Source: an optimization exercise on an open RTL-to-GDS flow (aim: a short achievable clock period and few clock cycles). Production flows keep margins and buffers that such runs may drop.
The RTL was checked by simulation tests, not by an equivalence proof against the original design.
Power figures rest on the tool's default switching activity, not on a simulated workload.

===== config.mk =====
export PLATFORM = sky130hd
export DESIGN_NAME = aes_noc_feeder
export DESIGN_NICKNAME = aes_noc_feeder
export VERILOG_FILES = /design/flow/design.v
export SDC_FILE = /design/flow/constraint.sdc
export NUM_CORES = 4
export LEC_CHECK = 0
export CAP_MARGIN = 20
export CORE_MARGIN = 2
export CORE_UTILIZATION = 50
export CTS_CLUSTER_DIAMETER = 100
export CTS_CLUSTER_SIZE = 30
export SETUP_SLACK_MARGIN = 3.0
export SLEW_MARGIN = 20

===== constraint.sdc =====
create_clock -name core_clock -period 5.5 [get_ports {clk}]
set_input_delay 1.1000 -clock core_clock [delete_from_list [all_inputs] [get_ports {clk}]]
set_output_delay 1.1000 -clock core_clock [all_outputs]
set_load 0.01 [all_outputs]

===== design.v =====
module aes_noc_feeder (
  input  logic         clk,
  input  logic         reset,
  input  logic         key_wr_en,
  input  logic [4:0]   key_wr_addr,
  input  logic [63:0]  key_wr_data,
  input  logic         key_load,
  input  logic [127:0] iv_data,
  input  logic         iv_load,
  input  logic         pt_valid,
  output logic         pt_ready,
  input  logic [127:0] pt_data,
  output logic         ct_valid,
  input  logic         ct_ready,
  output logic [127:0] ct_data,
  output logic [63:0]  noc_tx_lo,
  output logic [7:0]   noc_tx_cmd,
  output logic         noc_tx_valid,
  input  logic         noc_tx_rdy,
  input  logic [63:0]  noc_rx_lo,
  input  logic [7:0]   noc_rx_cmd,
  input  logic         noc_rx_valid,
  output logic         noc_rx_rdy,
  output logic         busy,
  output logic         timeout,
  output logic [15:0]  blocks_done
);
  localparam int KEY_WORDS = 22;
  logic [63:0]  key_buf_q [KEY_WORDS];
  logic [127:0] iv_q;
  logic [127:0] pt_q;
  logic [63:0]  ct_lo_q;
  logic [63:0]  cta_q, ctb_q;
  logic [63:0]  tx_q;              
  logic [1:0]   tx_cmd_q;
  logic b_lo_q;     
  logic b_hi_q;     
  logic b_wait_q;   
  logic b_got1_q;   
  logic b_ct_q;     
  logic exp_q;      
  logic [9:0] timer_q;
  logic       key_pend_q, iv_pend_q, iv_beat_q;
  logic [4:0] key_cnt_q;
  logic       timeout_q;
  logic [15:0] blocks_q;
  logic free_q;     
  logic w2_q;       
  logic ptsel_q;    
  logic nold_q;     
  logic lastld_q;   
  logic txc_q;      
  logic busy_q;     
  logic txf_q, txc2_q, txw_q;    
  logic prf_q, prc_q, prw_q;     
  logic free_d, w2_d, nold_d, txc_d;
  logic b_lo_d, b_hi_d, b_wait_d, b_got1_d, b_ct_d, exp_d;
  logic key_pend_d, iv_pend_d, iv_beat_d;
  logic [4:0] key_cnt_d;
  logic rsp_now, rsp1, rsp2, handoff, abandon, blk_free, ldp, hs;
  logic key_sel, iv_sel, key_fire, iv_fire, tx_ld;
  logic [63:0] kb0;
  assign rsp_now  = noc_rx_valid & (&noc_rx_cmd);
  assign rsp1     = b_wait_q & ~exp_q & ~b_got1_q & rsp_now;
  assign rsp2     = w2_q & rsp_now;
  assign ct_valid = b_ct_q | rsp2;
  assign handoff  = ct_valid & ct_ready;
  assign abandon  = b_wait_q & exp_q;
  assign blk_free = free_q | (ct_ready & (b_ct_q | rsp2));
  assign ldp      = key_pend_q | iv_pend_q;
  assign pt_ready     = prf_q | (lastld_q & noc_tx_rdy) | (ct_ready & (prc_q | (prw_q & rsp_now)));
  assign hs           = pt_valid & pt_ready;
  assign noc_tx_valid = txf_q | (ct_ready & (txc2_q | (txw_q & rsp_now)));
  assign noc_tx_cmd   = {6'd0, tx_cmd_q};
  assign noc_tx_lo    = tx_q;
  assign key_sel  = ~ptsel_q & key_pend_q;
  assign iv_sel   = ~ptsel_q & ~key_pend_q & iv_pend_q;
  assign key_fire = key_sel & blk_free & noc_tx_rdy;
  assign iv_fire  = iv_sel & blk_free & noc_tx_rdy;
  assign noc_rx_rdy  = b_wait_q;
  assign ct_data     = {(noc_rx_lo & cta_q) | ctb_q, ct_lo_q};
  assign busy        = busy_q;
  assign timeout     = timeout_q;
  assign blocks_done = blocks_q;
  always_comb begin
    b_lo_d   = b_lo_q ? ~noc_tx_rdy : (hs & (ldp | ~txc_q | ~noc_tx_rdy));
    b_hi_d   = b_hi_q ? ~noc_tx_rdy : ((b_lo_q & noc_tx_rdy) | (hs & ~ldp & txc_q & noc_tx_rdy));
    b_wait_d = (b_hi_q & noc_tx_rdy) | (b_wait_q & ~rsp2 & ~exp_q);
    b_got1_d = b_wait_q & ~exp_q & (b_got1_q ^ rsp_now);
    b_ct_d   = ct_valid & ~ct_ready;
    exp_d    = b_wait_q & (timer_q == 10'd1021);
    key_pend_d = key_load | (key_pend_q & ~(key_fire & (key_cnt_q == 5'(KEY_WORDS - 1))));
    key_cnt_d  = key_load ? 5'd0 : (key_fire ? key_cnt_q + 5'd1 : key_cnt_q);
    iv_pend_d  = iv_load | (iv_pend_q & ~(iv_fire & iv_beat_q));
    iv_beat_d  = iv_load ? 1'b0 : (iv_fire ? ~iv_beat_q : iv_beat_q);
    free_d     = ~(b_wait_d | b_ct_d) | (b_wait_d & exp_d);
    w2_d       = b_wait_d & b_got1_d & ~exp_d;
    nold_d     = ~(b_lo_d | b_hi_d | key_pend_d | iv_pend_d);
    txc_d      = ~nold_d | (pt_valid & ~hs);
  end
  logic        fire;
  logic [4:0]  kidx_q;       
  logic [63:0] kword, fire_lo, stay_lo, tx_d;
  logic [1:0]  fire_cmd, stay_cmd, tx_cmd_d;
  assign fire  = noc_tx_valid & noc_tx_rdy;
  assign kword = key_buf_q[kidx_q];
  always_comb begin
    if (b_lo_q) begin
      fire_lo = pt_q[127:64];    fire_cmd = 2'd2;
    end else if (key_sel && key_cnt_q != 5'(KEY_WORDS - 1)) begin
      fire_lo = kword;           fire_cmd = 2'd0;
    end else if (iv_sel && !iv_beat_q) begin
      fire_lo = iv_q[127:64];    fire_cmd = 2'd1;
    end else if (nold_q) begin
      fire_lo = pt_data[127:64]; fire_cmd = 2'd2;    
    end else if (key_pend_q && !key_sel) begin
      fire_lo = kword;           fire_cmd = 2'd0;    
    end else if (key_load && !key_sel && !iv_sel) begin
      fire_lo = kb0;             fire_cmd = 2'd0;
    end else if (iv_pend_q && !iv_sel) begin
      fire_lo = iv_q[63:0];      fire_cmd = 2'd1;    
    end else if (iv_load && !key_sel && !iv_sel) begin
      fire_lo = iv_data[63:0];   fire_cmd = 2'd1;
    end else begin
      fire_lo = pt_data[63:0];   fire_cmd = 2'd2;
    end
    if (!nold_q) begin
      stay_lo = tx_q;            stay_cmd = tx_cmd_q;
    end else if (key_load && !hs) begin
      stay_lo = kb0;             stay_cmd = 2'd0;
    end else if (iv_load && !hs) begin
      stay_lo = iv_data[63:0];   stay_cmd = 2'd1;
    end else begin
      stay_lo = pt_data[63:0];   stay_cmd = 2'd2;
    end
    tx_d     = fire ? fire_lo : stay_lo;
    tx_cmd_d = fire ? fire_cmd : stay_cmd;
  end
  assign kb0 = (key_wr_en && key_wr_addr == 5'd0) ? key_wr_data : key_buf_q[0];
  always_ff @(posedge clk) begin
    if (key_wr_en && (key_wr_addr < 5'(KEY_WORDS))) key_buf_q[key_wr_addr] <= key_wr_data;
    if (iv_load) iv_q <= iv_data;
    if (!ptsel_q) pt_q <= pt_data;
    if (rsp1) ct_lo_q <= noc_rx_lo;
    if (!b_ct_d) begin
      cta_q <= '1;
      ctb_q <= '0;
    end else if (rsp2) begin
      cta_q <= noc_rx_lo;
      ctb_q <= noc_rx_lo;
    end
    tx_q     <= tx_d;
    tx_cmd_q <= tx_cmd_d;
  end
  always_ff @(posedge clk) begin
    if (reset) begin
      b_lo_q     <= 1'b0;
      b_hi_q     <= 1'b0;
      b_wait_q   <= 1'b0;
      b_got1_q   <= 1'b0;
      b_ct_q     <= 1'b0;
      exp_q      <= 1'b0;
      timer_q    <= '0;
      key_pend_q <= 1'b0;
      key_cnt_q  <= '0;
      kidx_q     <= '0;
      iv_pend_q  <= 1'b0;
      iv_beat_q  <= 1'b0;
      timeout_q  <= 1'b0;
      blocks_q   <= '0;
      free_q     <= 1'b1;
      w2_q       <= 1'b0;
      ptsel_q    <= 1'b0;
      nold_q     <= 1'b1;
      lastld_q   <= 1'b0;
      txc_q      <= 1'b0;
      busy_q     <= 1'b0;
      txf_q      <= 1'b0;
      txc2_q     <= 1'b0;
      txw_q      <= 1'b0;
      prf_q      <= 1'b1;
      prc_q      <= 1'b0;
      prw_q      <= 1'b0;
    end else begin
      b_lo_q     <= b_lo_d;
      b_hi_q     <= b_hi_d;
      b_wait_q   <= b_wait_d;
      b_got1_q   <= b_got1_d;
      b_ct_q     <= b_ct_d;
      exp_q      <= exp_d;
      timer_q    <= b_wait_q ? timer_q + 10'd1 : 10'd0;
      key_pend_q <= key_pend_d;
      key_cnt_q  <= key_cnt_d;
      kidx_q     <= (~(b_lo_d | b_hi_d) & key_pend_d) ? key_cnt_d + 5'd1 : key_cnt_d;
      iv_pend_q  <= iv_pend_d;
      iv_beat_q  <= iv_beat_d;
      timeout_q  <= timeout_q | abandon;
      blocks_q   <= blocks_q + 16'(handoff);
      free_q     <= free_d;
      w2_q       <= w2_d;
      ptsel_q    <= b_lo_d | b_hi_d;
      nold_q     <= nold_d;
      lastld_q   <= ~(b_lo_d | b_hi_d) &
                    (key_pend_d ? (~iv_pend_d & (key_cnt_d == 5'(KEY_WORDS - 1))) : (iv_pend_d & iv_beat_d));
      txc_q      <= txc_d;
      txf_q      <= txc_d & free_d;
      txc2_q     <= txc_d & b_ct_d;
      txw_q      <= txc_d & w2_d;
      prf_q      <= nold_d & free_d;
      prc_q      <= nold_d & b_ct_d;
      prw_q      <= nold_d & w2_d;
      busy_q     <= b_lo_d | b_hi_d | b_wait_d | b_ct_d | key_pend_d | iv_pend_d | (pt_valid & ~hs);
    end
  end
endmodule

===== flow/run.sh =====
#!/bin/bash
# The standard layout, except that after floorplan flow/cones.tcl rebuilds the gates
# that drive pt_ready, noc_tx_valid and ct_valid (see flow/cones_spec.tcl).
set -euo pipefail
export POST_FLOORPLAN_TCL="$PWD/flow/cones.tcl"
bash standard.sh > "$PWD/standard.log" 2>&1

===== flow/cones.tcl =====
# Rebuild the logic that drives some output ports with a hand-chosen two-level gate
# structure. The logic the design uses inside keeps its own copy; only the port net gets
# the new cone, which computes the same function from the same nets.
set ::cone_block [ord::get_db_block]
set ::cone_db [ord::get_db]

proc cone_net {name} {
  global cone_block
  set n [$cone_block findNet $name]
  if {$n == "NULL" || $n == ""} { error "cones.tcl: no net $name" }
  return $n
}

proc cone_new_net {name} {
  global cone_block
  return [odb::dbNet_create $cone_block $name]
}

# cone_cell TYPE NAME {PIN NET ...}: a new cell; an output pin's net is created if new
proc cone_cell {type name conns} {
  global cone_block cone_db
  set master [$cone_db findMaster "sky130_fd_sc_hd__$type"]
  if {$master == "NULL" || $master == ""} { error "cones.tcl: no cell $type" }
  set inst [odb::dbInst_create $cone_block $master $name]
  foreach {pin netname} $conns {
    if {[regexp {[${} ]} $netname]} { error "cones.tcl: bad net name $netname" }
    set it [$inst findITerm $pin]
    set n [$cone_block findNet $netname]
    if {$n == "NULL" || $n == ""} {
      set n [cone_new_net $netname]
    } elseif {[$it isOutputSignal]} {
      foreach o [$n getITerms] {
        if {[$o isOutputSignal]} { error "cones.tcl: net $netname already has a driver" }
      }
    }
    $it connect $n
  }
  return $inst
}

# Move everything on the port's net but the port onto a new net, so the old driver keeps
# feeding the design's own loads; the port net is then free for a new driver.
proc cone_detach {port} {
  set pn [cone_net $port]
  set nn [cone_new_net "${port}_core"]
  foreach it [$pn getITerms] {
    $it disconnect
    $it connect $nn
  }
  return $nn
}

# remove a driver left with no loads, and the cells only it used
proc cone_prune {net} {
  set its [$net getITerms]
  set loads 0
  set drv ""
  foreach it $its {
    if {[$it isOutputSignal]} { set drv $it } else { incr loads }
  }
  if {$loads > 0 || [llength [$net getBTerms]] > 0 || $drv == ""} { return }
  set inst [$drv getInst]
  set ins {}
  foreach it [$inst getITerms] {
    if {[$it isInputSignal] && [$it getNet] != "NULL" && [$it getNet] != ""} { lappend ins [$it getNet] }
  }
  puts "cones.tcl: removing [$inst getName] ([[$inst getMaster] getName])"
  odb::dbInst_destroy $inst
  odb::dbNet_destroy $net
  foreach n $ins {
    if {[llength [$n getBTerms]] == 0} { cone_prune $n }
  }
}

source [file join [file dirname [info script]] cones_spec.tcl]

===== flow/cones_spec.tcl =====
# Output cones of aes_noc_feeder (response passes straight to ct_valid, pt_ready and
# noc_tx_valid in the cycle it arrives):
#   ct_valid     = b_ct_q | w2_q & rsp
#   pt_ready     = prf_q | lastld_q & noc_tx_rdy | ct_ready & (prc_q | prw_q & rsp)
#   noc_tx_valid = txf_q | ct_ready & (txc2_q | txw_q & rsp)
#   rsp          = noc_rx_valid & (&noc_rx_cmd)

foreach port {pt_ready noc_tx_valid ct_valid} {
  set core [cone_detach $port]
  set pre "cone_${port}"
  cone_cell nand4_4 ${pre}_ca [list A {noc_rx_cmd[0]} B {noc_rx_cmd[1]} C {noc_rx_cmd[2]} D {noc_rx_cmd[3]} Y ${pre}_ca_y]
  cone_cell nand4_4 ${pre}_cb [list A {noc_rx_cmd[4]} B {noc_rx_cmd[5]} C {noc_rx_cmd[6]} D {noc_rx_cmd[7]} Y ${pre}_cb_y]
  switch $port {
    pt_ready {
      cone_cell nand3_4  ${pre}_cc [list A ct_ready B prw_q C noc_rx_valid Y ${pre}_cc_y]
      cone_cell nand2_4  ${pre}_ld [list A lastld_q B noc_tx_rdy Y ${pre}_ld_y]
      cone_cell a21oi_4  ${pre}_st [list A1 ct_ready A2 prc_q B1 prf_q Y ${pre}_st_y]
      cone_cell o311ai_4 ${pre}_y  [list A1 ${pre}_ca_y A2 ${pre}_cb_y A3 ${pre}_cc_y B1 ${pre}_ld_y C1 ${pre}_st_y Y $port]
    }
    noc_tx_valid {
      cone_cell nand3_4  ${pre}_cc [list A ct_ready B txw_q C noc_rx_valid Y ${pre}_cc_y]
      cone_cell a21oi_4  ${pre}_st [list A1 ct_ready A2 txc2_q B1 txf_q Y ${pre}_st_y]
      cone_cell o31ai_4  ${pre}_y  [list A1 ${pre}_ca_y A2 ${pre}_cb_y A3 ${pre}_cc_y B1 ${pre}_st_y Y $port]
    }
    ct_valid {
      cone_cell nand2_4  ${pre}_cc [list A w2_q B noc_rx_valid Y ${pre}_cc_y]
      cone_cell inv_4    ${pre}_st [list A b_ct_q Y ${pre}_st_y]
      cone_cell o31ai_4  ${pre}_y  [list A1 ${pre}_ca_y A2 ${pre}_cb_y A3 ${pre}_cc_y B1 ${pre}_st_y Y $port]
    }
  }
  cone_prune $core
}

===== standard.sh =====
#!/bin/bash
# synth_recipe.tcl (not shown) runs the flow's synth.tcl, then flattens the netlist and writes it again
# the make line also repeats each setting of config.mk as NAME=value (left out here)
make -C /OpenROAD-flow-scripts/flow DESIGN_CONFIG=/design/flow/config.mk WORK_HOME=/design/flow/orfs CLKGATE_MAP_FILE= SYNTH_SCRIPT=/design/flow/synth_recipe.tcl "${@:-finish}"

==> flow_summary.toml, run 1 <==
[timing]
relSlewSlack_pct = 23.2
skew_ps = 24.4
setup_tns_ps = 0
rsz0062_at_grt = "true"
fin_crit_sh_pct = 52.8
hold_viol = 0
period_needed_ps = 2900
max_freq_mhz = 344
finalSetupViolCount = 0
tightest_slew_ps = 1150
drv_slew = 0

[floorplan]
die_w_um = 404
boundaryPins = 628
start_util_pct = 50.5
die_h_um = 404
core-area_mm2 = 0.159
row_count = 146
die_area_mm2 = 0.163

[clocking]
clkTransAtPathRegs_ps = 110
numCtsBuffers = 75
cts.sinks = 1917
cts_max_level = 3
clockRootBuffer = "clkbuf_16"
clk_latency_ps = 730
cts_buffer_depth = 3
tritoncts = "built"
ctsHoldBuffers = 0

[worst_setup_path]
cp-endpoint = "pt_ready"
arrival_ps = 1800
crit_required_ps = 4400
crit_start = "noc_rx_valid"
worstSetupPathType = "in2out"
crit_path_end_kind = "primary output"
reg2reg_depth = 15
crit_path_max_fanout = 4
ff2ff_setup_slack_ps = 2750
start_kind = "primary input"
r2r-end = "tx_q[27]$_DFFE_PP_"

[drt]
routed-via-count = 56000
first_pass_iters = 7
via_per_inst = 6.77
drt-initial-drc-count = 8341
drt_wl_total_mm = 302
wl_per_cell_um = 36.5
drc = 0
route.antenna.remaining_nets = 0

[global_route]
antenna_found_initial = 49
use_met1_pct = 49.6
grt.met3_usage_pct = 9.43
grt_max_degree = 70
grt_usage_pct = 35.5
met2_usage_pct = 53.5
grt_first_pass_wirelength_mm = 407
grt_pass1_vias = 52400
overflow = 0
top_usage_layer = "met2"

[placement]
portBuffers = 621
place_hpwl_mm = 177
gp_congestion = 0.930

[status]
status = "no timing/DRC/antenna violations"

[logic_synthesis]
yosysUniqueCellTypes = 89
synth_seq_cells = 1917
synthFlopType = "edfxtp_1"
synthCells = 5230
yosysWarnings = 1
synth_area_mm2 = 0.0801
synth_edf_count = 1730
seq_area_frac_synth_pct = 69.5
synthArstFlopShare_pct = 0
avgSynthCellArea_um2 = 15.3

[power_and_ir_drop]
power.leakage_nw = 32.7
netSwitchingPower_mw = 6.89
p_seq_share_pct = 59.6
p_per_area_mw_per_mm2 = 279
netSwitchingFraction_pct = 25.0
total_power_mw = 27.6
clkPwrFrac_pct = 25.8
internal-power_mw = 20.7
pwr-share-comb_pct = 14.6
ir_worst_vdd_mv = 0.231

[final_layout]
layout.nets = 6552
nFillCells = 11700
most-common-layout-cells = "1730 x edfxtp_1, 335 x mux2i_1, 319 x buf_4"
mostFrequentLayoutCell = "edfxtp_1"
layout-drive-gt1-share_pct = 26.9
syn2layout_area_growth_pct = 23.6
regArea_mm2 = 0.0558
multi_input_area_mm2 = 0.0251

[hold_path]
min_path_type = "reg2reg"

[flow_run]
maxCapViolations = 0
-- synthesized netlist by cell type (39+ instances only) --
cell type / n / share of area, %
a211oi_1: 39 / 0.37
a21o_1: 75 / 0.70
a21oi_1: 245 / 1.5
a22oi_1: 152 / 1.4
a2bb2oi_1: 39 / 0.43
buf_2: 98 / 0.61
buf_4: 45 / 0.42
clkbuf_1: 196 / 0.92
dfxtp_1: 187 / 4.7
edfxtp_1: 1730 / 65
mux2_2: 72 / 1.0
mux2i_1: 350 / 4.4
mux4_2: 177 / 5.0
nand2_1: 337 / 1.6
nand3_1: 132 / 0.82
nor2_1: 242 / 1.1
nor3_1: 44 / 0.27
o211ai_1: 57 / 0.53
o21ai_0: 170 / 1.1
o221ai_1: 47 / 0.51
o22a_1: 56 / 0.61
o22ai_1: 123 / 0.96
or3_1: 42 / 0.33
-- metrics by stage --
step	cells	utilization, %	setup slack (ps)	cell area (um2)	hold slack, ps
CTS	8117	60.6	2580	96200	463
global route	8256	62.4	2580	99000	481
detailed placement	7739	56.4	945	89500	447
global placement	7739	56.4	984	89500	442
finish	8264	62.4	2600	99000	461
floorplan	5235	-	1910	80400	437
-- worst min-delay path by stage --
stage | to | start | cells after the start
after global placement | ctb_q[34]$_SDFFE_PN0P_ | ctb_q[34]$_SDFFE_PN0P_ | 2
final | ctb_q[13]$_SDFFE_PN0P_ | ctb_q[13]$_SDFFE_PN0P_ | 2
after global routing | ctb_q[22]$_SDFFE_PN0P_ | ctb_q[22]$_SDFFE_PN0P_ | 2
after CTS | ctb_q[25]$_SDFFE_PN0P_ | ctb_q[25]$_SDFFE_PN0P_ | 2
after detailed placement | ctb_q[25]$_SDFFE_PN0P_ | ctb_q[25]$_SDFFE_PN0P_ | 2
after floorplan | ctb_q[0]$_SDFFE_PN0P_ | ctb_q[0]$_SDFFE_PN0P_ | 2
-- power groups by stage --
stage | logic [mW] | clock network, mW | registers [mW]
2_1_floorplan | 1.60 | 0 | 16.7
3_3_place_gp | 3.02 | 0 | 16.8
3_5_place_dp | 3.05 | 0 | 16.8
4_1_cts | 3.61 | 7.20 | 16.4
5_1_grt | 4.15 | 7.63 | 16.5
6_report | 4.03 | 7.12 | 16.4
-- flip-flops by register name, indices dropped and copies added (netlist names), 2 cells and up, named ones only --
register / count
tx_cmd_q: 2
cta_q: 64
ct_lo_q: 64
key_cnt_q: 5
pt_q: 64
ctb_q: 64
timer_q: 10
key_buf_q: 1408
tx_q: 64
blocks_q: 16
iv_q: 128
-- timing repair --
item	CTS	global route
pin swaps	171	196
endpoints found under the setup margin	1560	449
hold endpoints to repair	0	0
buffers inserted	236	104
gates resized for setup	1708	359
cloned	35	18
-- per-layer routing --
metal | part of all wire (%) | wire length [um] | vias up
li1 | - | - | 22700
met1 | 38 | 114000 | 28600
met2 | 45 | 134000 | 3964
met3 | 13 | 39400 | 694
met4 | 4.5 | 13500 | 24
met5 | 0.050 | 152 | -
-- cell families (layout without fill, tap and decap cells) --
family                   count (synthesis)  count (layout)  share of synthesized area [%]
AND/OR/NAND/NOR                        986            1010                           5.76
other                                    1              31                        0.00468
buffers and inverters                  412            1315                           2.61
flip-flops                            1917            1917                           69.5
AO/OA/AOI/OAI                         1277            1282                           11.3
multiplexers                           601             601                           10.4
XOR/XNOR                                27              27                          0.295
adder cells (fa/ha/maj)                  9               9                          0.141
-- final cells by class --
| class | instances | area share, % |
|---|---|---|
| Inverter | 20 | 0.102 |
| Multi-Input combinational cell | 2935 | 25.4 |
| Timing Repair inverter | 1 | 0.00505 |
| Tap cell | 2072 | 2.62 |
| Sequential cell | 1917 | 56.3 |
| Timing Repair Buffer | 1187 | 13.4 |
| Clock inverter | 10 | 0.0922 |
| Clock buffer | 97 | 2.06 |
| Antenna cell | 25 | 0.0632 |
-- critical path, stage by stage --
cell      delay [ps]
buf_8            110
nand3_4           80
o311ai_4         310
buf_2            190
Testbench counts, summed over its fixed seeds: cycles 2,880.
==> run 2: changes to the inputs <==
--- a/config.mk
+++ b/config.mk
@@ -7,8 +7,6 @@
 export LEC_CHECK = 0
 export CAP_MARGIN = 20
 export CORE_MARGIN = 2
-export CORE_UTILIZATION = 50
-export CTS_CLUSTER_DIAMETER = 100
-export CTS_CLUSTER_SIZE = 30
+export CORE_UTILIZATION = 40
 export SETUP_SLACK_MARGIN = 3.0
 export SLEW_MARGIN = 20
==> flow_summary.toml, run 2 <==
[final_layout]
nFillCells = 16300
layout-drive-gt1-share_pct = 28.9
reg_top3 = "key_buf_q: 1408 flops, iv_q: 128 flops"
most-common-layout-cells = "1730 x edfxtp_1, 338 x mux2i_1, 306 x nand2_1"
multi_input_area_mm2 = 0.0250
mostFrequentLayoutCell = "edfxtp_1"
largest_reg_flops = 1408
syn2layout_area_growth_pct = 28.9
layout.nets = 6638
largest-register = "key_buf_q"
regArea_mm2 = 0.0558

[power_and_ir_drop]
netSwitchingFraction_pct = 24.5
pwr-share-comb_pct = 12.2
internal-power_mw = 25.5
p_per_area_mw_per_mm2 = 327
ir_worst_vdd_mv = 0.344
netSwitchingPower_mw = 8.26
p_seq_share_pct = 48.7
power.leakage_nw = 34.6
clkPwrFrac_pct = 39.1

[clocking]
numCtsBuffers = 199
cts_buffer_depth = 3
cts.sinks = 1917
clk_latency_ps = 860
clockRootBuffer = "clkbuf_16"
clkTransAtPathRegs_ps = 60
tritoncts = "built"
ctsHoldBuffers = 0
cts_max_level = 4

[placement]
gp_congestion = 0.893
portBuffers = 621
place_hpwl_mm = 178

[floorplan]
core-area_mm2 = 0.199
boundaryPins = 628
die_w_um = 451
row_count = 164
die_area_mm2 = 0.204
die_h_um = 451
start_util_pct = 40.2

[timing]
relSlewSlack_pct = 28.5
max_freq_mhz = 346
tightest_slew_ps = 1070
fin_crit_sh_pct = 52.6
skew_ps = 33.6
period_needed_ps = 2890
setup_tns_ps = 0
whs_ps = 435
hold_viol = 0
finalSetupViolCount = 0
drv_slew = 0
rsz0062_at_grt = "true"

[worst_setup_path]
critPathSlowestCell = "o311ai_4"
crit_required_ps = 4400
crit_start = "noc_rx_cmd[0]"
start_kind = "primary input"
cp-endpoint = "pt_ready"
r2r-end = "tx_q[48]$_DFFE_PP_"
ff2ff_setup_slack_ps = 2780
worstSetupPathType = "in2out"
slowest_delay_ps = 240
crit_path_end_kind = "primary output"
crit_chain = "buf_12 > nand4_4 > o311ai_4 > buf_2"
arrival_ps = 1790
reg2reg_depth = 11
crit_path_max_fanout = 4

[global_route]
grt_max_degree = 71
grt_first_pass_wirelength_mm = 409
overflow = 0
antenna_found_initial = 42
grt_pass1_vias = 54200
grt_usage_pct = 28.2

[logic_synthesis]
synth_xor_xnor_area_share_pct = 0.295
synthCells = 5230
synth_area_mm2 = 0.0801
yosysUniqueCellTypes = 89
synth_seq_cells = 1917
yosys.area_share.simple_pct = 5.76
netlist_top_cells_count = "1730 x edfxtp_1, 350 x mux2i_1, 337 x nand2_1"
synth_top_family_by_area = "compound AO/OA/AOI/OAI gates"
seq_area_frac_synth_pct = 69.5
synth_area_leader_cell = "edfxtp_1"
synth.area.mux_share_pct = 10.4
synthFlopType = "edfxtp_1"
synth-adder-area-share_pct = 0.141
yosysWarnings = 1
synthArstFlopShare_pct = 0
synth-compound-area-share_pct = 11.3
yosys.area.top_type_share_pct = 64.9
avgSynthCellArea_um2 = 15.3
yosysMostFrequentCell = "edfxtp_1"
synth_edf_count = 1730
yosys-top-cells-area = "edfxtp_1 65%, mux4_2 5.0%, dfxtp_1 4.7%"

[drt]
drc = 0
route.antenna.remaining_nets = 0
first_pass_iters = 6
drt-initial-drc-count = 7206
via_per_inst = 6.15
wl_per_cell_um = 32.9
routed-via-count = 55700
drt_wl_total_mm = 298

[flow_run]
maxCapViolations = 0

[hold_path]
min_path_type = "in2reg"

[status]
status = "no timing/DRC/antenna violations"
==> run 2: what timing repair did <==
action | CTS | global route
setup endpoints to repair | 1516 | 438
gates cloned | 38 | 7
pin swaps | 124 | 221
gates resized for setup | 1700 | 498
setup buffers | 145 | 143
==> run 2: how the worst min path moves through the flow <==
stage,start,to,slack (ps),depth (start not counted)
final,noc_rx_lo[45],ct_lo_q[45]$_DFFE_PP_,430,1
after global routing,noc_rx_lo[53],ct_lo_q[53]$_DFFE_PP_,400,1
after CTS,noc_rx_lo[2],ct_lo_q[2]$_DFFE_PP_,370,1
after detailed placement,ctb_q[31]$_SDFFE_PN0P_,ctb_q[31]$_SDFFE_PN0P_,450,2
after global placement,ctb_q[51]$_SDFFE_PN0P_,ctb_q[51]$_SDFFE_PN0P_,440,2
after floorplan,ctb_q[0]$_SDFFE_PN0P_,ctb_q[0]$_SDFFE_PN0P_,440,2
==> run 2: area by class of cell <==
type	instances	share of cell area [%]
sequential	1917	54.0
multi-input combinational	2930	24.2
timing repair buffer	1155	12.3
clock buffer	262	5.20
tap	2656	3.22
clock inverter	104	0.916
inverter	20	0.0836
antenna	23	0.0557
==> run 2: stage by stage <==
stage | power, mW | std cells | setup WS (ps) | utilization (%) | cell area, um2
after global placement | 19.8 | 8344 | 781 | 45.3 | 90400
after CTS | 33.4 | 8894 | 2590 | 50.0 | 99700
after floorplan | 18.3 | 5235 | 1910 | - | 80400
final | 33.7 | 9067 | 2610 | 51.8 | 103000
after global routing | 34.6 | 9064 | 2590 | 51.8 | 103000
after detailed placement | 19.8 | 8345 | 729 | 45.4 | 90500
==> run 2: power groups by stage <==
| stage | Clock [mW] | Sequential [mW] | Combinational, mW |
|---|---|---|---|
| 6_report | 13.2 | 16.4 | 4.10 |
| 5_1_grt | 13.9 | 16.4 | 4.24 |
| 4_1_cts | 13.4 | 16.4 | 3.61 |
| 3_5_place_dp | 0 | 16.8 | 3.09 |
| 3_3_place_gp | 0 | 16.7 | 3.06 |
| 2_1_floorplan | 0 | 16.7 | 1.60 |
==> run 2: cell families (layout without fill, tap and decap cells) <==
| group | after synthesis | in the layout |
|---|---|---|
| DFF | 1917 | 1917 |
| AOI/OAI and AO/OA | 1277 | 1282 |
| and+or+nand+nor | 986 | 1005 |
| muxes | 601 | 601 |
| buffers and inverters | 412 | 1541 |
| xor gates and xnor gates | 27 | 27 |
| adders and majority gates | 9 | 9 |
| other | 1 | 29 |
==> run 2: metal layers <==
metal	part of all wire (%)	vias up	global-route usage [%]
li1	-	23000	-
met1	35	28400	34.0
met2	48	3441	46.0
met3	9.7	826	6.21
met4	7.1	18	17.6
met5	0.038	-	0
==> run 2: worst max-delay path: cells and delay by family <==
family          cells  cell delay (ps)
compound gates      1              240
buf+inv             2              270
simple gates        1              180
==> run 3: changes to the inputs <==
==> flow/run.sh (replaced) <==
#!/bin/bash
# The standard layout, except that after floorplan flow/cones.tcl rebuilds the gates
# that drive pt_ready, noc_tx_valid and ct_valid (see flow/cones_spec.tcl), and the pins of
# the response/handshake signals those gates join are placed side by side.
set -euo pipefail
export POST_FLOORPLAN_TCL="$PWD/flow/cones.tcl"
export PLACE_PINS_ARGS='-group_pins {noc_rx_valid noc_rx_cmd[0] noc_rx_cmd[1] noc_rx_cmd[2] noc_rx_cmd[3] noc_rx_cmd[4] noc_rx_cmd[5] noc_rx_cmd[6] noc_rx_cmd[7] ct_ready noc_tx_rdy pt_ready noc_tx_valid ct_valid}'
bash standard.sh > "$PWD/standard.log" 2>&1
--- a/config.mk
+++ b/config.mk
@@ -7,6 +7,6 @@
 export LEC_CHECK = 0
 export CAP_MARGIN = 20
 export CORE_MARGIN = 2
-export CORE_UTILIZATION = 40
+export CORE_UTILIZATION = 55
 export SETUP_SLACK_MARGIN = 3.0
 export SLEW_MARGIN = 20
==> flow_summary.toml, run 3 <==
[placement]
dpl_cell_area_mm2 = 0.0894
place_hpwl_mm = 174
dpl.cell_count = 7589
gp_congestion = 0.932
portBuffers = 621
place_worst_setup_slack_ps = 888

[final_layout]
layout-drive-gt1-share_pct = 28.2
reg_top3 = "key_buf_q: 1408 flops, iv_q: 128 flops"
layout.nets = 6577
largest-register = "key_buf_q"
mostFrequentLayoutCell = "edfxtp_1"
final_cell_count_no_fill = 8262
most-common-layout-cells = "1730 x edfxtp_1, 338 x mux2i_1, 313 x nand2_1"
utilization_pct = 69.9
finalInstanceArea_mm2 = 0.101
syn2layout_area_growth_pct = 26.6
largest_reg_flops = 1408

[worst_setup_path]
start_kind = "register"
worstSetupPathType = "reg2out"
cp_num_buf_inv = 1
crit_required_ps = 4400
slowest_delay_ps = 700
critPathSlowestCell = "edfxtp_1"
crit_path_max_fanout = 1
crit_path_end_kind = "primary output"
path_delay_family = "flip-flops"
crit_chain = "buf_2"
arrival_ps = 1770

[timing]
finalSetupViolCount = 0
period_needed_ps = 2870
relSlewSlack_pct = 25.6
max_freq_mhz = 348
setup_tns_ps = 0
rsz0062_at_grt = "true"
whs_ps = 445
tightest_slew_ps = 1120
fin_ws_ps = 2630
drv_slew = 0
fin_crit_sh_pct = 52.2
skew_ps = 25.0
hold_viol = 0

[drt]
route.antenna.remaining_nets = 0
drc = 0
drt-initial-drc-count = 8088
drt_wl_total_mm = 298
wl_per_cell_um = 36.1
first_pass_iters = 6
routed-via-count = 56800
via_per_inst = 6.87

[clocking]
clockRootBuffer = "clkbuf_16"
clkTransAtPathRegs_ps = 60
ctsHoldBuffers = 0
cts_max_level = 4
cts_buffer_depth = 3
cts.sinks = 1917
clk_latency_ps = 840
tritoncts = "built"
numCtsBuffers = 193

[floorplan]
row_count = 140
core-area_mm2 = 0.145
die_w_um = 386
die_area_mm2 = 0.149
start_util_pct = 55.2
boundaryPins = 628
die_h_um = 386

[global_route]
overflow = 0
antenna_found_initial = 50
grt_usage_pct = 39.0
grt_first_pass_wirelength_mm = 405
grt_pass1_vias = 53200
grt_max_degree = 113

[logic_synthesis]
synth_edf_count = 1730
yosys.area.top_type_share_pct = 64.9
yosysWarnings = 1
synthArstFlopShare_pct = 0
netlist_top_cells_count = "1730 x edfxtp_1, 350 x mux2i_1, 337 x nand2_1"
synthCells = 5230
synth_area_leader_cell = "edfxtp_1"
synth_area_mm2 = 0.0801
synthFlopType = "edfxtp_1"
yosysUniqueCellTypes = 89
seq_area_frac_synth_pct = 69.5
synth_seq_cells = 1917
avgSynthCellArea_um2 = 15.3
yosysMostFrequentCell = "edfxtp_1"
yosys-top-cells-area = "edfxtp_1 65%, mux4_2 5.0%, dfxtp_1 4.7%"

[power_and_ir_drop]
p_per_area_mw_per_mm2 = 326
total_power_mw = 33.1
ir_worst_vdd_mv = 0.287
power.leakage_nw = 34.1

[flow_run]
maxCapViolations = 0

[status]
status = "no timing/DRC/antenna violations"

[hold_path]
min_path_type = "in2reg"
-- run 3: cell types whose count changed in the layout (fill, tap and decap cells not counted), sizes merged, moves of 2 or more --
cell          delta
and2             +6
nand2            -2
clkbuf          +10
clkinvlp         -4
dlymetal6s2s     -4
bufbuf           -3
or2              +3
buf             -70
dlygate4sd2      +3
bufinv           -4
clkinv           -6
-- run 3: area by class of cell --
cell class	instances	area, um2
Tap cell	1917	2400
Clock buffer	264	5270
Fill cell	9754	43700
Clock inverter	91	692
Inverter	20	88.8
Timing Repair Buffer	1090	12100
Antenna cell	23	57.6
Sequential cell	1917	55800
Multi-Input combinational cell	2940	24900
-- run 3: per-layer routing --
metal / wire [um] / vias to the layer above / GRT usage (%)
met5: 203 / - / 0
met2: 133000 / 4484 / 58.5
met3: 42100 / 758 / 12.0
met4: 14300 / 32 / 16.1
li1: - / 22900 / -
met1: 109000 / 28600 / 53.2
-- run 3: cells by family after synthesis --
logic type / share of synthesized area (%)
and+or+nand+nor: 5.76
AOI/OAI and AO/OA: 11.3
other: 0.00468
DFF: 69.5
xor gates and xnor gates: 0.295
buffers and inverters: 2.61
adders and majority gates: 0.141
muxes: 10.4
-- run 3: timing repair --
action	in CTS	in global routing
endpoints found under the hold margin	0	0
pin swaps	166	162
gates resized for setup	1785	366
gates cloned	42	17
setup buffers	165	71
endpoints found under the setup margin	1648	298
-- run 3: path summary, 6_finish.rpt --
check                           depth (start not counted)                   start  slack, ps                endpoint
worst max-delay path                                    1      tx_q[62]$_DFFE_PP_       2630           noc_tx_lo[62]
worst min-delay path                                    1           noc_rx_lo[53]        450   ct_lo_q[53]$_DFFE_PP_
worst max register to register                          9                register       2820      tx_q[49]$_DFFE_PP_
worst min register to register                          2  ctb_q[36]$_SDFFE_PN0P_        450  ctb_q[36]$_SDFFE_PN0P_
-- run 3: where the power goes --
| group | internal (mW) | total (mW) | switching, mW |
|---|---|---|---|
| Combinational | 1.73 | 3.96 | 2.23 |
| Sequential | 16.2 | 16.5 | 0.210 |
| Clock | 7.03 | 12.7 | 5.62 |
==> run 4: changes to the inputs <==
==> flow/run.sh (replaced) <==
#!/bin/bash
# The standard layout, except that after floorplan flow/cones.tcl rebuilds the gates
# that drive pt_ready, noc_tx_valid and ct_valid (see flow/cones_spec.tcl), and the pins of
# the response/handshake signals those gates join are placed side by side; after detailed
# placement flow/near.tcl moves those gates beside their output buffers.
set -euo pipefail
export POST_FLOORPLAN_TCL="$PWD/flow/cones.tcl"
export POST_DETAIL_PLACE_TCL="$PWD/flow/near.tcl"
export PLACE_PINS_ARGS='-group_pins {noc_rx_valid noc_rx_cmd[0] noc_rx_cmd[1] noc_rx_cmd[2] noc_rx_cmd[3] noc_rx_cmd[4] noc_rx_cmd[5] noc_rx_cmd[6] noc_rx_cmd[7] ct_ready noc_tx_rdy pt_ready noc_tx_valid ct_valid}'
bash standard.sh > "$PWD/standard.log" 2>&1
==> flow/near.tcl (new file) <==
# After detailed placement: put the gates that flow/cones.tcl built for each output port
# beside that port's output buffer, so the long wire to them is driven by the input
# buffers rather than by the last gate, then legalize again.
set near_block [ord::get_db_block]
foreach port {pt_ready noc_tx_valid ct_valid} {
  set net [$near_block findNet $port]
  set buf ""
  foreach it [$net getITerms] { if {[$it isOutputSignal]} { set buf [$it getInst] } }
  if {$buf == ""} { continue }
  set loc [$buf getLocation]
  foreach suffix {y ca cb cc ld st} {
    set inst [$near_block findInst "cone_${port}_$suffix"]
    if {$inst == "NULL" || $inst == ""} { continue }
    $inst setLocation [lindex $loc 0] [lindex $loc 1]
    puts "near.tcl: [$inst getName] to $loc"
  }
}
detailed_placement
check_placement

# Likewise the registers that drive noc_tx_lo and noc_tx_cmd: beside their output buffers.
set near_moved 0
foreach bt [$near_block getBTerms] {
  set pname [$bt getName]
  if {![string match "noc_tx_lo*" $pname] && ![string match "noc_tx_cmd*" $pname]} { continue }
  set net [$bt getNet]
  set buf ""
  foreach it [$net getITerms] { if {[$it isOutputSignal]} { set buf [$it getInst] } }
  if {$buf == ""} { continue }
  set a [$buf findITerm A]
  if {$a == "NULL" || $a == ""} { continue }
  set inet [$a getNet]
  foreach it [$inet getITerms] {
    if {![$it isOutputSignal]} { continue }
    set drv [$it getInst]
    if {[regexp {fxtp} [[$drv getMaster] getName]]} {
      set loc [$buf getLocation]
      $drv setLocation [lindex $loc 0] [lindex $loc 1]
      incr near_moved
    }
  }
}
puts "near.tcl: moved $near_moved registers beside their output buffers"
detailed_placement
check_placement
==> flow_summary.toml, run 4 <==
[status]
status = "no timing/DRC/antenna violations"

[global_route]
antenna_found_initial = 61
grt_pass1_vias = 54200
grt_usage_pct = 40.3
grt_first_pass_wirelength_mm = 417
grt_max_degree = 113
overflow = 0

[logic_synthesis]
synthCells = 5230
yosysMostFrequentCell = "edfxtp_1"
yosys.area.top_type_share_pct = 64.9
synth_edf_count = 1730
synthArstFlopShare_pct = 0
synthFlopType = "edfxtp_1"
yosysWarnings = 1
netlist_top_cells_count = "1730 x edfxtp_1, 350 x mux2i_1, 337 x nand2_1"
yosys-top-cells-area = "edfxtp_1 65%, mux4_2 5.0%, dfxtp_1 4.7%"
avgSynthCellArea_um2 = 15.3
seq_area_frac_synth_pct = 69.5
synth_seq_cells = 1917
synth_area_leader_cell = "edfxtp_1"
synth_area_mm2 = 0.0801
yosysUniqueCellTypes = 89

[final_layout]
most-common-layout-cells = "1730 x edfxtp_1, 334 x mux2i_1, 324 x buf_4"
final_cell_count_no_fill = 8409
syn2layout_area_growth_pct = 30.4
largest-register = "key_buf_q"
mostFrequentLayoutCell = "edfxtp_1"
layout-drive-gt1-share_pct = 31.7
reg_top3 = "key_buf_q: 1408 flops, iv_q: 128 flops"
layout.nets = 6711
largest_reg_flops = 1408

[clocking]
tritoncts = "built"
cts_buffer_depth = 3
clockRootBuffer = "clkbuf_16"
clk_latency_ps = 840
cts_max_level = 4
clkTransAtPathRegs_ps = 60
numCtsBuffers = 193
cts.sinks = 1917
ctsHoldBuffers = 0

[timing]
fin_ws_ps = 2640
relSlewSlack_pct = 26.9
rsz0062_at_grt = "true"
whs_ps = 437
skew_ps = 32.8
hold_viol = 0
setup_tns_ps = 0
fin_crit_sh_pct = 51.9
tightest_slew_ps = 1100
finalSetupViolCount = 0
period_needed_ps = 2860
max_freq_mhz = 350
drv_slew = 0

[power_and_ir_drop]
ir_worst_vdd_mv = 0.427
p_per_area_mw_per_mm2 = 327
total_power_mw = 34.2
power.leakage_nw = 35.4

[floorplan]
boundaryPins = 628
die_area_mm2 = 0.149
row_count = 140
core-area_mm2 = 0.145
die_h_um = 386
die_w_um = 386
start_util_pct = 55.2

[placement]
gp_congestion = 0.932
portBuffers = 621
place_hpwl_mm = 174
place_worst_setup_slack_ps = 888
dpl.cell_count = 7589

[worst_setup_path]
reg2reg_depth = 8
worstSetupPathType = "reg2reg"
arrival_ps = 3400
r2r-end = "tx_q[13]$_DFFE_PP_"
start_kind = "register"
crit_path_end_kind = "register"
ff2ff_setup_slack_ps = 2640
crit_path_max_fanout = 6
crit_required_ps = 6040

[drt]
via_per_inst = 6.89
routed-via-count = 57900
drc = 0
drt_wl_total_mm = 309
drt-initial-drc-count = 8259
route.antenna.remaining_nets = 0
wl_per_cell_um = 36.8
first_pass_iters = 6

[hold_path]
min_to = "ct_lo_q[56]$_DFFE_PP_"
hold_path.startpoint = "noc_rx_lo[56]"
min_path_type = "in2reg"
whs_path_depth = 1

[flow_run]
maxCapViolations = 0
[run 4: layout make-up]
class	instances	area [um2]
clock inverter	113	1230
timing repair buffer	1225	13800
multi-input combinational	2939	25900
antenna	29	72.6
inverter	20	95.1
clock buffer	249	5230
sequential	1917	55800
fill	9372	40600
tap	1917	2400
[run 4: logic make-up after synthesis]
group	count (synthesis)	synth area share [%]
other cells	1	0.00468
xor+xnor	27	0.295
mux	601	10.4
fa+ha+maj	9	0.141
flops	1917	69.5
simple gates	986	5.76
buf+inv	412	2.61
compound gates	1277	11.3
[run 4: power breakdown]
part	total, mW	switching [mW]	internal (mW)
sequential	16.4	0.160	16.2
clock	13.5	5.65	7.84
combinational	4.32	2.43	1.89
[run 4: per-stage QoR]
| stage | utilization, % | area (um2) |
|---|---|---|
| 4_1_cts | 69.8 | 101000 |
| 2_1_floorplan | - | 80400 |
| 5_1_grt | 72.0 | 104000 |
| 6_report | 72.0 | 104000 |
| 3_5_place_dp | 61.7 | 89400 |
| 3_3_place_gp | 61.7 | 89400 |
[run 4: worst max-delay path by stage]
stage | to | startpoint | slack [ps] | cells after the start
final | tx_q[13]$_DFFE_PP_ | register | 2640 | 8
after global routing | pt_ready | noc_rx_cmd[4] | 2660 | 4
after CTS | pt_ready | prw_q$_SDFF_PP0_ | 2650 | 3
after detailed placement | tx_q[17]$_DFFE_PP_ | ct_ready | 890 | 9
after global placement | tx_q[8]$_DFFE_PP_ | ct_ready | 980 | 9
after floorplan | ct_lo_q[0]$_DFFE_PP_ | noc_rx_cmd[4] | 1910 | 3
[run 4: critical path, cell delays in order (launching register included)]
cell,delay [ps]
dfxtp_4,370
buf_12,150
buf_6,110
buf_12,120
mux4_2,500
o211ai_1,480
o2111ai_2,290
a221oi_4,400
a21oi_4,130
[run 4: repair_timing]
action                                   CTS  global route
gates cloned                              52            18
pin swaps                                230           231
setup buffers                            243           116
endpoints found under the setup margin  1663           361
gates resized for setup                 1987           395
[run 4: layer usage]
metal / GRT usage, % / routed length (um)
met1: 54.7 / 112000
met2: 59.4 / 137000
met3: 13.1 / 44400
met4: 18.1 / 15200
met5: 0 / 253

port drivers added, routing unchanged:
The flow's constraints put no driver on any port. The routed layouts listed below were extracted and timed again, unchanged, in two steps.
Step 1 assumes that a clkbuf_16 drives the clock port and a buf_2 every other input.
Step 2 adds t to the input delays and takes it off the output delays; t is the mean of the earliest and latest rising clock arrival at the registers after step 1. Input paths then give back, and output paths get back, about the clock's delay inside the block.
a / b / c = ideal / step 1 / step 2; a / b = the first two.
run	t (ns)	setup slack, ns	worst hold slack (ns)	worst register clock-pin slew, ns	worst slew at a driven data input, ns
run 1	0.811	2.596 / 2.521 / 1.846	0.461 / 0.461 / 0.461	0.12 / 0.12	0.30
run 2	0.925	2.609 / 2.492 / 1.896	0.435 / 0.395 / 0.453	0.08 / 0.08	0.28
run 3	0.926	2.626 / 2.532 / 1.906	0.445 / 0.394 / 0.454	0.07 / 0.07	0.27
run 4	0.919	2.644 / 2.591 / 1.811	0.437 / 0.389 / 0.454	0.07 / 0.07	0.29
After both steps every run listed still meets setup and hold. For run 4, which loses most, drivers alone change the setup slack by -0.053 ns; drivers and shift together by -0.833 ns.
